Background: an optimization exercise with open tools, aiming at small area. Do not read the settings as production practice.
Function was checked by simulation only, so behaviour that the tests miss may differ from the original.
Power and IR drop assume default switching activity.

## run 1
## data_memory_stack
module data_memory_stack (
  input  logic       clock,
  input  logic       reset,
  input  logic [7:0] data_in,
  input  logic       write_enable,
  input  logic [7:0] address,
  output logic [7:0] data_out,
  input  logic [7:0] address_b,
  output logic [7:0] data_out_b,
  input  logic       push,
  input  logic       pop,
  output logic [7:0] stack_top,
  output logic [8:0] sp,
  output logic       empty,
  output logic       full,
  output logic       overflow,
  output logic       underflow,
  output logic       conflict,
  output logic       busy
);
For scale: ~2100 flip-flops, ~83000 um^2 of cells after synthesis.
clock: 9.0 ns
lec_check: 0
cap_margin: 20
cell_pad_in_sites_detail_placement: 1
cell_pad_in_sites_global_placement: 1
core_margin: 2
core_utilization: 40
cts_buf_list: sky130_fd_sc_hd__clkbuf_8
cts_cluster_diameter: 50
cts_cluster_size: 16
place_density: 0.45
slew_margin: 20
synth_hierarchical: 1
run.sh (not shown) runs the stock make flow with config.mk's settings and CLKGATE_MAP_FILE= SYNTH_SCRIPT=/design/flow/synth_recipe.tcl, a recipe that flattens the netlist after the stock synthesis.
[run 1] flow finished | final checks: failed | reasons: negative setup slack
Input changes introduced in run 2 (baseline for comparison: run 1):
-- flow/config.mk --
<<< run 1, line 17
>>> run 2, line 17
export SETUP_SLACK_MARGIN = 0.7
==> run summary <==
- Run 2 has completed all stages; timing, DRC and antenna checks passed.
- Final clock period utilization by the worst path was lower in the run labelled run 2.
- Run 2 vs run 1 — time the worst path needs with I/O delays and setup dropped 0.60 ns.
- The relative slew slack reported for run 2 is smaller than that of run 1 by 3.1 points.
For run 3, these inputs were changed with respect to run 2:
==> flow/flow/run.sh (new file) <==
#!/bin/bash
# Layout flow: the standard ORFS flow (standard.sh, unchanged synthesis,
# floorplan, power grid, placement and routing) with two settings changed:
#  - clock tree: no dummy loads, clkbuf_8 leaf buffers on clusters of up to
#    16 flip-flops (fewer, smaller clock buffers than the default clkbuf_16 tree)
#  - port buffers: every input and output still gets a buffer, but the
#    smallest one (buf_1) instead of clkdlybuf4s50_1
# ORFS writes each step's full log under orfs/logs/; make's own output goes
# to flow_make.log here.
set -euo pipefail
export CTS_ARGS="-sink_clustering_enable -repair_clock_nets -dont_use_dummy_load -buf_list sky130_fd_sc_hd__clkbuf_8 -sink_clustering_size 16 -sink_clustering_max_diameter 50"
export BUFFER_PORTS_ARGS="-buffer_cell sky130_fd_sc_hd__buf_1"
bash standard.sh finish > flow_make.log 2>&1
==> flow/standard.sh (new file) <==
#!/bin/bash
# synth_recipe.tcl (not shown) runs the flow's synth.tcl, then flattens the netlist and writes it again
# the make line also repeats each setting of config.mk as NAME=value (left out here)
make -C /OpenROAD-flow-scripts/flow DESIGN_CONFIG=/design/flow/config.mk WORK_HOME=/design/flow/orfs CLKGATE_MAP_FILE= SYNTH_SCRIPT=/design/flow/synth_recipe.tcl "${@:-finish}"
-- flow/config.mk --
<<< run 2, line 17
export SETUP_SLACK_MARGIN = 0.7
>>> run 3, line 17
removed: flow/run.sh
Notes after the runs:
- Run 3 finished all stages; however, its layout fails the closing checks, the failures being negative setup slack.
- Final-layout clock buffer total delta for run 3 relative to run 2: 8 lower
- Logic gate share of total power, run 2 and run 3: larger value in run 3
- The first-pass GRT wire length of run 3 was inferior to that of run 2.
- Of run 2 and run 3, the run reporting the higher combinational power was run 2.
- In run 3 the clock period minus worst slack turned out 0.47 ns higher than in run 2.
- Setup slack in run 3 is smaller than in run 2.
- Compared with run 2, run 3 shows a area growth from synthesis to layout that is 3.8 points lower.
- Taking run 2 as the reference point, the wire length of run 3 rises by about 1.2%.
- When the final numbers for run 2 and run 3 were put side by side, the final setup violation count turned out to be greater in run 3.
#### Input delta (run 4 over run 3)
-- flow/flow/run.sh --
<<< run 3, line 12
export BUFFER_PORTS_ARGS="-buffer_cell sky130_fd_sc_hd__buf_1"
>>> run 4, line 12
export BUFFER_PORTS_ARGS="-buffer_cell sky130_fd_sc_hd__buf_2"
-- flow/config.mk --
<<< run 3, line 17
>>> run 4, line 17
export SETUP_SLACK_MARGIN = 0.5
### Flow results
Run 4 closes out successfully: all stages finished, all timing, DRC and antenna checks passed. Against run 3 as the reference, run 4 delivers a lower wire length of the first global-routing pass. For share of cell area taken by muxes after synthesis, run 4 and run 3 come out practically identical. Route | run 4 vs run 3 | wire shorter in run 4. Compared with run 3, in run 4 sequential share of layout area barely changed, total buffers and inverters traversed by the critical path has increased, total design power fell about 0.8%, hold-fix buffer count after cts stayed essentially flat.

[separate check: timing with driven ports]
The results above use ideal ports. As a check the final layouts listed here were re-extracted and re-timed, cells and wires unchanged.
Step 1 assumes that a clkbuf_16 drives the clock port and a buf_2 every other input.
Step 2, shift: input delay + t, output delay - t, t = (earliest + latest rising clock arrival at the registers) / 2. This alone moves slack from input paths to output paths.
Slacks: no drivers / after step 1 / after step 2; pairs: no drivers / after step 1.
| run | t, ns | setup slack, ns | hold WS [ns] | latest minus earliest clock arrival (ns) | worst data-port slew with drivers (ns) |
|---|---|---|---|---|---|
| run 1 | 1.128 | -0.150 / -0.252 / -0.252 | 0.490 / 0.490 / 0.490 | 0.060 / 0.060 | 0.10 |
| run 2 | 1.142 | 0.450 / 0.397 / 0.397 | 0.490 / 0.490 / 0.490 | 0.063 / 0.063 | 0.10 |
| run 3 | 1.120 | -0.018 / -0.059 / -0.059 | 0.494 / 0.494 / 0.494 | 0.108 / 0.108 | 0.05 |
| run 4 | 1.090 | 0.527 / 0.496 / 0.496 | 0.497 / 0.497 / 0.497 | 0.100 / 0.100 | 0.06 |
For run 1, which loses most, drivers alone change the setup slack by -0.102 ns; drivers and shift together by -0.102 ns.
